This design comes from an exercise in tuning for small area, a short achievable clock period and few clock cycles per item on the open sky130 flow, not from production work. In this exercise RTL edits were held to simulation tests only and were not proved equivalent to the original. No activity file was given, so power comes from the tool's default toggle rates.

==> flow/design.v, too long to show whole: its modules and the start of the top module <==
// module iu_alu: 64 lines
// module iu_ks_add: 501 lines
// module iu_mul: 50 lines
// module iu_mac: 1351 lines
// module iu_div: 120 lines
// module iu_bk_add: 213 lines
// module iu_wb_ctrl: 53 lines
// module iu_top: 78 lines
// module iu_core: 45 lines
module iu_core (
  input  logic        forever_cpuclk,
  input  logic        rst_n,
  input  logic        flush,
  input  logic        issue_vld,
  input  logic [1:0]  issue_unit,
  input  logic [3:0]  issue_func,
  input  logic [31:0] issue_src0,
  input  logic [31:0] issue_src1,
  input  logic [5:0]  issue_dst_preg,
  output logic        wb_vld,
  output logic [5:0]  wb_preg,
  output logic [31:0] wb_data,
  output logic        ex1_fwd_vld,
  output logic [5:0]  ex1_fwd_preg,
  output logic [31:0] ex1_fwd_data,
  output logic        ex1_stall
);
  // ...
==> flow/run.sh <==
#!/bin/bash
# synth_recipe.tcl (not shown) runs the flow's synth.tcl, then flattens the netlist and writes it again
# the make line also repeats each setting of config.mk as NAME=value (left out here)
make -C /OpenROAD-flow-scripts/flow DESIGN_CONFIG=/design/flow/config.mk WORK_HOME=/design/flow/orfs CLKGATE_MAP_FILE= SYNTH_SCRIPT=/design/flow/synth_recipe.tcl finish
==> flow/config.mk <==
export PLATFORM = sky130hd
export DESIGN_NAME = iu_core
export DESIGN_NICKNAME = iu_core
export VERILOG_FILES = /design/flow/design.v
export SDC_FILE = /design/flow/constraint.sdc
export NUM_CORES = 4
export LEC_CHECK = 0
export CAP_MARGIN = 20
export CORE_MARGIN = 2
export CORE_UTILIZATION = 80
export PLACE_DENSITY = 0.9
export SETUP_SLACK_MARGIN = 4
export SLEW_MARGIN = 20
export TNS_END_PERCENT = 0
==> flow/constraint.sdc <==
create_clock -name core_clock -period 10.0 [get_ports {forever_cpuclk}]
set_input_delay 2.0000 -clock core_clock [delete_from_list [all_inputs] [get_ports {forever_cpuclk}]]
set_output_delay 2.0000 -clock core_clock [all_outputs]
set_load 0.01 [all_outputs]
==> flow_metrics.env, run 1 <==
export IMPL_ys_types=101
export IMPL_synth_top_family_by_area="adder cells"
export IMPL_die_w_um=234
export IMPL_cts_max_level=2
export IMPL_synth_area_mux_share_pct=9.87
export IMPL_ys_ff_latch=348
export IMPL_die_y_um=234
export IMPL_pre_cts_ws_ns=1.21
export IMPL_synth_xor_area_share_pct=10.2
export IMPL_yosys_warnings=5
export IMPL_synth_cells=4917
export IMPL_failing_step="5_1_grt"
export IMPL_place_congestion=1.18
export IMPL_initial_core_util_pct=80.8
export IMPL_ys_seq_area_share_pct=18.3
export IMPL_stop_error="[ERROR GRT-0116] Global routing finished with congestion. Check the congestion regions in the DRC Viewer."
export IMPL_synth_top_area_share_pct=13.3
export IMPL_avgSynthCellArea_um2=8.62
export IMPL_syn_nets=5543
export IMPL_yosys_area_share_simple_pct=12.1
export IMPL_synthTopCellsByArea="fa_1 (13%), dfxtp_1 (13%), ha_1 (7.8%)"
export IMPL_dp_cells=5499
export IMPL_port_buffers=158
export IMPL_busiest_layer="met2"
export IMPL_outcome="did not finish"
export IMPL_ys_flop_type="dfxtp_1"
Testbench counts, summed over its fixed seeds: cycles 9,475, items 8,000.
==> run 2: changes to the inputs <==
--- a/flow/config.mk
+++ b/flow/config.mk
@@ -7,8 +7,8 @@
 export LEC_CHECK = 0
 export CAP_MARGIN = 20
 export CORE_MARGIN = 2
-export CORE_UTILIZATION = 80
-export PLACE_DENSITY = 0.9
+export CORE_UTILIZATION = 70
+export PLACE_DENSITY = 0.8
 export SETUP_SLACK_MARGIN = 4
 export SLEW_MARGIN = 20
 export TNS_END_PERCENT = 0
==> flow_metrics.env, run 2 <==
export IMPL_path_clk_slew_ns=0.07
export IMPL_ys_flop_type="dfxtp_1"
export IMPL_required_ns=8.00
export IMPL_die_y_um=250
export IMPL_critPathArrivalTime_ns=5.45
export IMPL_tightest_slew_ns=1.22
export IMPL_largest_reg_flops=49
export IMPL_yosys_area_share_simple_pct=12.1
export IMPL_antenna_found_initial=7
export IMPL_outcome="timing/DRC/antenna clean"
export IMPL_layout_setup_ws_ns=2.55
export IMPL_rows=90
export IMPL_overflow=0
export IMPL_drt_iter0_markers=6053
export IMPL_drive_gt1_share_pct=13.2
export IMPL_ys_seq_area_share_pct=18.3
export IMPL_rsz0062_at_grt="true"
export IMPL_synth_area_mux_share_pct=9.87
export IMPL_initial_core_util_pct=70.5
export IMPL_vdd_drop_max_uv=256
export IMPL_synthMostInstantiatedCell="inv_1"
export IMPL_cts_hold_fix_buffers=0
export IMPL_synth_fa_ha_area_share_pct=21.1
export IMPL_synth_top_area_share_pct=13.3
export IMPL_hp_class="flop to flop"
export IMPL_grt_pass1_wl_um=254000
export IMPL_die_w_um=250
export IMPL_clkSinkCount=348
export IMPL_ys_types=101
export IMPL_worstSetupStartpointType="primary input"
export IMPL_final_cell_mix="inv_1 (425), xnor2_1 (317), a21oi_1 (288)"
export IMPL_setup_tns_final_ns=0
export IMPL_cts_buffers=42
export IMPL_vias=42100
export IMPL_ant_nets=0
export IMPL_synth_largest_area_cell="fa_1"
export IMPL_synth_edf_count=79
export IMPL_synthTopCellsByCount="inv_1 (429), xnor2_1 (327), a21oi_1 (300), nor2_1 (286), fa_1 (282)"
export IMPL_die_area_um2=62500
export IMPL_hpwl_um=121000
export IMPL_min_period_ns=7.45
export IMPL_seqPwrFrac_pct=14.8
export IMPL_final_common_cell="inv_1"
export IMPL_cap_violations=0
export IMPL_period_share_pct=74.5
export IMPL_reg_top3="u_iu_top.u_mul.acc_q (49), u_iu_top.u_wb_ctrl.wb (39)"
export IMPL_setup_viol=0
export IMPL_pre_cts_ws_ns=1.41
export IMPL_fillers=3863
export IMPL_leakage_nw=20.4
export IMPL_hold_slack_ns=0.319
export IMPL_cts_buffer_depth=3
export IMPL_async_flop_share_pct=0
export IMPL_cts_tree="built"
export IMPL_place_congestion=1.09
export IMPL_syn_nets=5543
export IMPL_synthTopCellsByArea="fa_1 (13%), dfxtp_1 (13%), ha_1 (7.8%)"
export IMPL_skew_ns=0.0427
export IMPL_cts_root_buf="clkbuf_16"
export IMPL_avgSynthCellArea_um2=8.62
export IMPL_core_area_um2=60100
export IMPL_p_sw_mw=7.44
export IMPL_yosys_warnings=5
export IMPL_dr_pass1_iters=10
export IMPL_cts_max_level=2
export IMPL_ys_ff_latch=348
export IMPL_power_mw=14.3
export IMPL_synth_top_family_by_area="adder cells"
export IMPL_drc_errors=0
export IMPL_p_sw_share_pct=52.2
export IMPL_cp_end_kind="output port"
export IMPL_boundaryPins=159
export IMPL_max_slew_margin_pct=18.6
export IMPL_clkLatencyLatePin_ns=0.62
export IMPL_p_int_mw=6.81
export IMPL_hold_viol=0
export IMPL_synth_compound_area_share_pct=20.8
export IMPL_port_buffers=158
export IMPL_wl_um=171000
export IMPL_p_per_area_nw_per_um2=295
export IMPL_max_freq_ghz=0.134
export IMPL_crit_type="primary input to output port"
export IMPL_syn_area_um2=42400
export IMPL_combinationalPowerShare_pct=74.0
export IMPL_synth_xor_area_share_pct=10.2
export IMPL_top_register="u_iu_top.u_mul.acc_q"
export IMPL_layout_nets=5596
export IMPL_avgViaCountPerCell=7.26
export IMPL_grt_pass1_vias=41100
export IMPL_grt_max_degree=85
export IMPL_synth_cells=4917
export IMPL_grtUsageTotal_pct=53.5
export IMPL_slew_viol_final=0
export IMPL_area_delta_synth_final_pct=14.0
export IMPL_path_max_fanout=6
export IMPL_pwr_share_clk_pct=11.2
export IMPL_wire_per_inst_um=29.6
[run 2: cell counts after synthesis]
No cell type changed its count.
[run 2: timing repair]
| action | in CTS | in global routing |
|---|---|---|
| pin swaps | 65 | 11 |
| setup endpoints to repair | 206 | 203 |
| gates resized for setup | 344 | 57 |
| buffers inserted | 84 | 13 |
| endpoints found under the hold margin | 0 | 0 |
| gates cloned | 8 | 1 |
[run 2: area by class of cell]
cell class	instances	area [um^2]	area share, %
Antenna cell	10	25.0	0.0518
Clock buffer	54	1170	2.42
Clock inverter	21	240	0.497
Inverter	435	1640	3.40
Multi-Input combinational cell	3755	32800	67.9
Sequential cell	348	7760	16.1
Tap cell	782	978	2.03
Timing Repair Buffer	388	3710	7.68
[run 2: per-stage QoR]
stage | std cells | cell area (um^2) | util (%)
floorplan | 4917 | 42500 | -
global placement | 5602 | 44500 | 74.1
detailed placement | 5602 | 44500 | 74.1
CTS | 5769 | 47900 | 79.6
global route | 5787 | 48300 | 80.3
finish | 5793 | 48300 | 80.3
[run 2: critical path, cell delays in order]
cell             delay [ns]
buf_6                  0.13
nor2_4                 0.25
buf_6                  0.18
xnor2_1                0.08
ha_1                   0.37
buf_4                  0.17
a211oi_4               0.24
o21ai_1                0.09
a31o_2                 0.30
o21a_1                 0.22
a21o_1                 0.21
a21oi_2                0.17
xor2_1                 0.39
o21ai_1                0.10
and3b_2                0.29
clkdlybuf4s15_2        0.25
[run 2: logic make-up after synthesis]
kind of cell               after synthesis
and+or+nand+nor                       1039
buffers and inverters                  818
adders and majority gates              546
xor gates and xnor gates               490
muxes                                  352
AOI/OAI and AO/OA                     1324
DFF                                    348
[run 2: power by group through the flow]
stage	sequential (mW)	clock, mW	combinational, mW
after floorplan	2.01	0	6.82
after global placement	2.10	0	9.25
after detailed placement	2.11	0	9.51
after CTS	2.09	1.58	9.80
after global routing	2.13	1.64	11.2
final	2.11	1.60	10.5
[run 2: path summary, 6_finish.rpt]
path                                            to  cells after the start                             startpoint  slack, ns
max reg2reg  u_iu_top.u_wb_ctrl.s2_data[9]$_DFF_P_                     21       u_iu_top.u_div.dvs_q[25]$_DFF_P_       2.60
min              u_iu_top.u_wb_ctrl.wb[35]$_DFF_P_                      0  u_iu_top.u_wb_ctrl.s2_preg[3]$_DFF_P_       0.32
max                               ex1_fwd_data[16]                     16                          issue_func[0]       2.55
min reg2reg      u_iu_top.u_wb_ctrl.wb[35]$_DFF_P_                      0  u_iu_top.u_wb_ctrl.s2_preg[3]$_DFF_P_       0.32
[run 2: per-layer routing]
metal / GRT usage, % / up-vias / share of wire, %
met5: 0 / - / 0.011
li1: - / 17500 / -
met3: 17.4 / 1223 / 14
met2: 79.2 / 3678 / 42
met1: 62.2 / 19700 / 33
met4: 47.7 / 2 / 12
==> run 3: changes to the inputs <==
--- a/flow/config.mk
+++ b/flow/config.mk
@@ -7,8 +7,8 @@
 export LEC_CHECK = 0
 export CAP_MARGIN = 20
 export CORE_MARGIN = 2
-export CORE_UTILIZATION = 70
-export PLACE_DENSITY = 0.8
+export CORE_UTILIZATION = 75
+export PLACE_DENSITY = 0.85
 export SETUP_SLACK_MARGIN = 4
 export SLEW_MARGIN = 20
 export TNS_END_PERCENT = 0
==> flow_metrics.env, run 3 <==
export IMPL_hpwl_um=123000
export IMPL_ys_seq_area_share_pct=18.3
export IMPL_synth_edf_count=79
export IMPL_die_y_um=242
export IMPL_clkSinkCount=348
export IMPL_rows=87
export IMPL_synth_top_area_share_pct=13.3
export IMPL_cts_buffer_depth=3
export IMPL_die_w_um=242
export IMPL_cts_max_level=2
export IMPL_failing_step="5_1_grt"
export IMPL_initial_core_util_pct=75.5
export IMPL_grtUsageTotal_pct=77.3
export IMPL_port_buffers=158
export IMPL_cts_root_buf="clkbuf_16"
export IMPL_grt_max_degree=72
export IMPL_syn_area_um2=42400
export IMPL_place_congestion=1.09
export IMPL_synth_largest_area_cell="fa_1"
export IMPL_yosys_warnings=5
export IMPL_avgSynthCellArea_um2=8.62
export IMPL_synthMostInstantiatedCell="inv_1"
export IMPL_ys_ff_latch=348
export IMPL_overflow=132
export IMPL_synth_cells=4917
export IMPL_async_flop_share_pct=0
export IMPL_synthTopCellsByArea="fa_1 (13%), dfxtp_1 (13%), ha_1 (7.8%)"
export IMPL_ys_flop_type="dfxtp_1"
export IMPL_ys_types=101
export IMPL_syn_nets=5543
export IMPL_stop_error="[ERROR GRT-0232] Routing congestion too high. Check the congestion heatmap in the GUI."
export IMPL_synthTopCellsByCount="inv_1 (429), xnor2_1 (327), a21oi_1 (300), nor2_1 (286), fa_1 (282)"
export IMPL_outcome="did not finish"
export IMPL_boundaryPins=159
export IMPL_cts_hold_fix_buffers=0
export IMPL_cts_buffers=41
==> run 3: logic make-up after synthesis <==
family | synth area share, %
fa+ha+maj | 21.1
simple gates | 12.1
buf+inv | 7.52
compound gates | 20.8
flops | 18.3
xor+xnor | 10.2
mux | 9.87
==> run 3: worst max path at each step <==
stage / from / end / slack [ns] / cells after the start
4_1_cts: issue_func[3] / ex1_fwd_data[0] / 2.75 / 15
3_5_place_dp: issue_func[3] / ex1_fwd_data[22] / 1.29 / 14
3_3_place_gp: issue_func[3] / ex1_fwd_data[22] / 1.22 / 14
2_1_floorplan: issue_func[0] / ex1_fwd_data[0] / 2.61 / 17
==> run 3: what timing repair did <==
action | in CTS
pin swaps | 62
setup buffers | 101
gates cloned | 8
endpoints found under the setup margin | 205
gates resized for setup | 326
==> run 3: metal layers <==
| layer | track usage (%) | GRT overflow |
|---|---|---|
| met1 | 79.0 | 4 |
| met2 | 92.3 | 63 |
| met3 | 63.6 | 9 |
| met4 | 73.0 | 55 |
| met5 | 34.6 | 1 |
==> run 3: power by group through the flow <==
| stage | clock network, mW | logic, mW | registers, mW |
|---|---|---|---|
| after floorplan | 0 | 6.82 | 2.01 |
| after global placement | 0 | 9.18 | 2.10 |
| after detailed placement | 0 | 9.53 | 2.11 |
| after CTS | 1.63 | 10.1 | 2.10 |
==> run 3: through the flow <==
| step | worst slack, ns | util [%] | instances | area (um^2) |
|---|---|---|---|---|
| 2_1_floorplan | 2.61 | - | 4917 | 42500 |
| 3_3_place_gp | 1.22 | 79.3 | 5581 | 44600 |
| 3_5_place_dp | 1.29 | 79.3 | 5581 | 44600 |
| 4_1_cts | 2.75 | 85.6 | 5766 | 48100 |
==> module iu_alu, before the edit <==
module iu_alu (
  input  logic [iu_pkg::FUNC_W-1:0] func,
  input  logic [iu_pkg::XLEN-1:0]   src0,
  input  logic [iu_pkg::XLEN-1:0]   src1,
  output logic [iu_pkg::XLEN-1:0]   rslt
);
  logic        sub;
  logic [32:0] sum;
  logic        ltu;
  logic        lt;
  logic        left;
  logic        arith;
  logic [4:0]  rot_n;
  logic        fill;
  logic [31:0] rot0;
  logic [31:0] rot1;
  logic [31:0] rot2;
  logic [31:0] rot3;
  logic [31:0] rot4;
  logic [31:0] ge_sh;
  logic [31:0] keep;
  logic [31:0] sh_rslt;
  assign sub = func[0] | func[3];
  iu_ks_add u_add (
    .a  (src0),
    .b  (src1 ^ {32{sub}}),
    .ci (sub),
    .s  (sum[31:0]),
    .co (sum[32])
  );
  assign ltu = ~sum[32];
  assign lt  = (src0[31] ^ src1[31]) ? src0[31] : sum[31];
  assign left  = ~func[1];
  assign arith = func[0] & func[1];
  assign rot_n = left ? 5'd0 - src1[4:0] : src1[4:0];
  assign fill  = arith & src0[31];
  assign rot0 = rot_n[0] ? {src0[0],     src0[31:1]}  : src0;
  assign rot1 = rot_n[1] ? {rot0[1:0],   rot0[31:2]}  : rot0;
  assign rot2 = rot_n[2] ? {rot1[3:0],   rot1[31:4]}  : rot1;
  assign rot3 = rot_n[3] ? {rot2[7:0],   rot2[31:8]}  : rot2;
  assign rot4 = rot_n[4] ? {rot3[15:0],  rot3[31:16]} : rot3;
  always_comb begin
    for (int i = 0; i < 32; i++) begin
      ge_sh[i] = (5'(i) >= src1[4:0]);
    end
    for (int i = 0; i < 32; i++) begin
      keep[i] = left ? ge_sh[i] : ge_sh[31-i];
    end
  end
  assign sh_rslt = (rot4 & keep) | ({32{fill}} & ~keep);
  always_comb begin
    if (func[3]) begin
      rslt = {31'd0, func[0] ? ltu : lt};
    end else begin
      case (func[2:0])
        3'd0, 3'd1: rslt = sum[31:0];
        3'd2:       rslt = src0 & src1;
        3'd3:       rslt = src0 | src1;
        3'd4:       rslt = src0 ^ src1;
        default:    rslt = sh_rslt;
      endcase
    end
  end
endmodule
==> run 4: changes to the inputs <==
--- a/flow/design.v
+++ b/flow/design.v
@@ -56,6 +56,8 @@
 );
   logic        sub;
   logic [32:0] sum;
+  logic [32:0] sum_add;
+  logic [32:0] sum_sub;
   logic        ltu;
   logic        lt;
   logic        left;
@@ -73,11 +75,19 @@
   assign sub = func[0] | func[3];
   iu_ks_add u_add (
     .a  (src0),
-    .b  (src1 ^ {32{sub}}),
-    .ci (sub),
-    .s  (sum[31:0]),
-    .co (sum[32])
+    .b  (src1),
+    .ci (1'b0),
+    .s  (sum_add[31:0]),
+    .co (sum_add[32])
   );
+  iu_ks_add u_sub (
+    .a  (src0),
+    .b  (~src1),
+    .ci (1'b1),
+    .s  (sum_sub[31:0]),
+    .co (sum_sub[32])
+  );
+  assign sum = sub ? sum_sub : sum_add;
   assign ltu = ~sum[32];
   assign lt  = (src0[31] ^ src1[31]) ? src0[31] : sum[31];
   assign left  = ~func[1];
--- a/flow/config.mk
+++ b/flow/config.mk
@@ -7,8 +7,8 @@
 export LEC_CHECK = 0
 export CAP_MARGIN = 20
 export CORE_MARGIN = 2
-export CORE_UTILIZATION = 75
-export PLACE_DENSITY = 0.85
+export CORE_UTILIZATION = 70
+export PLACE_DENSITY = 0.8
 export SETUP_SLACK_MARGIN = 4
 export SLEW_MARGIN = 20
 export TNS_END_PERCENT = 0
==> flow_metrics.env, run 4 <==
export IMPL_outcome="timing/DRC/antenna clean"
export IMPL_area_delta_synth_final_pct=14.7
export IMPL_path_max_fanout=34
export IMPL_cap_violations=0
export IMPL_hp_class="flop to flop"
export IMPL_syn_area_um2=42400
export IMPL_layoutNonFillerInstCount=5919
export IMPL_required_ns=10.53
export IMPL_avgViaCountPerCell=7.14
export IMPL_leakage_nw=20.5
export IMPL_synth_cells=5060
export IMPL_cp_common_cell="inv_1"
export IMPL_grtUsageTotal_pct=53.0
export IMPL_skew_ns=0.0245
export IMPL_yosys_warnings=5
export IMPL_setup_viol=0
export IMPL_min_period_ns=7.64
export IMPL_core_area_um2=60100
export IMPL_clkSinkCount=348
export IMPL_async_flop_share_pct=0
export IMPL_path_delay_family="adder cells"
export IMPL_p_per_area_nw_per_um2=291
export IMPL_period_share_pct=76.4
export IMPL_max_freq_ghz=0.131
export IMPL_place_congestion=1.09
export IMPL_synthMostInstantiatedCell="inv_1"
export IMPL_grt_pass1_wl_um=251000
export IMPL_clkLatencyLatePin_ns=0.60
export IMPL_grt_max_degree=79
export IMPL_synthTopCellsByCount="inv_1 (458), nand2_1 (302), a21oi_1 (301), xnor2_1 (300), clkbuf_1 (284)"
export IMPL_die_y_um=250
export IMPL_multi_input_area_um2=33200
export IMPL_final_core_util_pct=80.9
export IMPL_synth_top_area_share_pct=13.4
export IMPL_worstSetupStartpointType="flop"
export IMPL_ys_flop_type="dfxtp_1"
export IMPL_fillers=3893
export IMPL_avgSynthCellArea_um2=8.38
export IMPL_boundaryPins=159
export IMPL_critical_path_buf_inv_count=8
export IMPL_final_cell_mix="inv_1 (444), nand2_1 (297), a21oi_1 (284)"
export IMPL_cts_tree="built"
export IMPL_port_buffers=158
export IMPL_drc_errors=0
export IMPL_tightest_slew_ns=1.42
export IMPL_syn_nets=5688
export IMPL_path_clk_slew_ns=0.06
export IMPL_max_slew_margin_pct=5.53
export IMPL_drive_gt1_share_pct=14.0
export IMPL_setup_tns_final_ns=0
export IMPL_synthTopCellsByArea="fa_1 (13%), dfxtp_1 (13%), ha_1 (7.8%)"
export IMPL_ys_seq_area_share_pct=18.3
export IMPL_dr_pass1_iters=9
export IMPL_layout_nets=5723
export IMPL_critPathMaxStageDelay_ns=0.51
export IMPL_vias=42300
export IMPL_ys_types=96
export IMPL_cts_buffers=41
export IMPL_wl_um=171000
export IMPL_final_common_cell="inv_1"
export IMPL_cpMaxStageDelayCell="fa_1"
export IMPL_cts_root_buf="clkbuf_16"
export IMPL_critPathArrivalTime_ns=8.16
export IMPL_slew_viol_final=0
export IMPL_initial_core_util_pct=70.5
export IMPL_rows=90
export IMPL_die_area_um2=62600
export IMPL_top_register="u_iu_top.u_mul.acc_q"
export IMPL_cts_max_level=2
export IMPL_ant_nets=0
export IMPL_rsz0062_at_grt="true"
export IMPL_wire_per_inst_um=28.8
export IMPL_drt_iter0_markers=5867
export IMPL_reg_top3="u_iu_top.u_mul.acc_q (49), u_iu_top.u_wb_ctrl.wb (39)"
export IMPL_die_w_um=250
export IMPL_hold_viol=0
export IMPL_regArea_um2=7760
export IMPL_ys_ff_latch=348
export IMPL_hpwl_um=120000
export IMPL_grt_pass1_vias=41100
export IMPL_dp_cells=5730
export IMPL_cts_buffer_depth=3
export IMPL_synth_edf_count=79
export IMPL_overflow=0
export IMPL_crit_type="flop to flop"
export IMPL_synth_largest_area_cell="fa_1"
export IMPL_largest_reg_flops=49
export IMPL_cp_end_kind="flop"
export IMPL_vdd_drop_max_uv=417
export IMPL_antenna_found_initial=13
[run 4: cell families (layout without fill, tap and decap cells)]
logic type                 Yosys count  after routing  synth area share (%)
muxes                              334            334                  8.36
DFF                                348            348                  18.3
xor gates and xnor gates           474            474                  9.86
adders and majority gates          548            548                  21.2
buffers and inverters              849            915                  7.68
and+or+nand+nor                   1084           1086                  12.8
AOI/OAI and AO/OA                 1423           1423                  21.9
other                                0              9                     0
[run 4: timing repair]
item,4_1_cts,5_1_grt
cloned,4,1
hold buffers,0,0
gates resized for setup,437,107
setup buffers,85,13
endpoints found under the setup margin,205,202
pin swaps,70,40
[run 4: final timing paths]
path / slack, ns / cells past startpoint / from / end
max: 2.36 / 27 / u_iu_top.u_mul.mul_busy2$_SDFF_PP0_ / u_iu_top.u_wb_ctrl.wb[27]$_DFF_P_
min: 0.33 / 0 / u_iu_top.u_wb_ctrl.s2_preg[4]$_DFF_P_ / u_iu_top.u_wb_ctrl.wb[36]$_DFF_P_
max reg2reg: 2.36 / 27 / u_iu_top.u_mul.mul_busy2$_SDFF_PP0_ / u_iu_top.u_wb_ctrl.wb[27]$_DFF_P_
min reg2reg: 0.33 / 0 / u_iu_top.u_wb_ctrl.s2_preg[4]$_DFF_P_ / u_iu_top.u_wb_ctrl.wb[36]$_DFF_P_
[run 4: routing by layer]
layer  part of all wire [%]  GRT usage [%]  up-vias
met2                     41           77.9     3612
met4                     12           49.7        6
met5                  0.021              0        -
met3                     14           17.6     1094
met1                     32           60.8    19700
li1                       -              -    17800
[run 4: worst register-to-register path, cell delays in order (launching register included)]
cell       delay [ns]
dfxtp_4          0.45
buf_6            0.27
mux2i_2          0.46
inv_1            0.10
ha_1             0.32
buf_6            0.33
a22oi_1          0.17
xor2_1           0.23
fa_1             0.49
fa_1             0.50
inv_1            0.06
fa_1             0.51
inv_1            0.05
fa_1             0.47
inv_1            0.04
ha_1             0.44
nand4_1          0.13
inv_1            0.12
o2111ai_1        0.14
a21oi_1          0.27
a211oi_1         0.12
buf_4            0.18
a31oi_4          0.31
a211oi_2         0.15
or2_2            0.38
o21bai_1         0.25
xor2_2           0.38
a31o_1           0.23
[run 4: report_power, final]
group / switching, mW / internal [mW] / total (mW)
logic: 6.37 / 4.04 / 10.4
clock network: 0.681 / 0.964 / 1.65
registers: 0.229 / 1.86 / 2.09
[run 4: final cells by class]
class / instances / area share, %
Clock buffer: 57 / 2.57
Clock inverter: 19 / 0.453
Multi-Input combinational cell: 3865 / 68.3
Tap cell: 782 / 2.01
Timing Repair Buffer: 372 / 7.02
Antenna cell: 9 / 0.0463
Sequential cell: 348 / 16.0
Inverter: 467 / 3.66
[run 4: metrics by stage]
step | setup WS, ns | power (mW) | instance area, um^2 | hold slack, ns
after floorplan | 3.05 | 8.84 | 42600 | 0.310
after global placement | 0.987 | 11.3 | 44600 | 0.310
after detailed placement | 1.00 | 11.6 | 44600 | 0.315
after CTS | 2.60 | 13.5 | 48000 | 0.329
after global routing | 2.35 | 14.8 | 48600 | 0.331
final | 2.36 | 14.2 | 48600 | 0.328
Testbench counts of run 4, summed over its fixed seeds: cycles 9,475, items 8,000.

## afterwards: timing with drivers on the ports
The flow's constraints put no driver on any port. The routed layouts listed below were extracted and timed again, unchanged, in two steps. Step 1, drivers: a clkbuf_16 drives forever_cpuclk and a buf_2 each remaining input, both assumed. Step 2 moves the port delays by t, midway between the first and last clock arrival at a register: inputs arrive t later, outputs are due t later. That takes back most of the time a late clock gives input paths. Three values: no drivers, after step 1, after step 2; two values: the first two.
| run | t, ns | setup slack, ns | cell pins on the clock port's net |
|---|---|---|---|
| run 2 | 0.673 | 2.549 / 2.518 / 2.021 | 1 |
| run 4 | 0.659 | 2.363 / 2.363 / 1.983 | 1 |
After both steps every run listed still meets setup and hold. The setup slack of run 2, which loses most, moves by -0.031 ns with the drivers and by -0.528 ns with both steps.
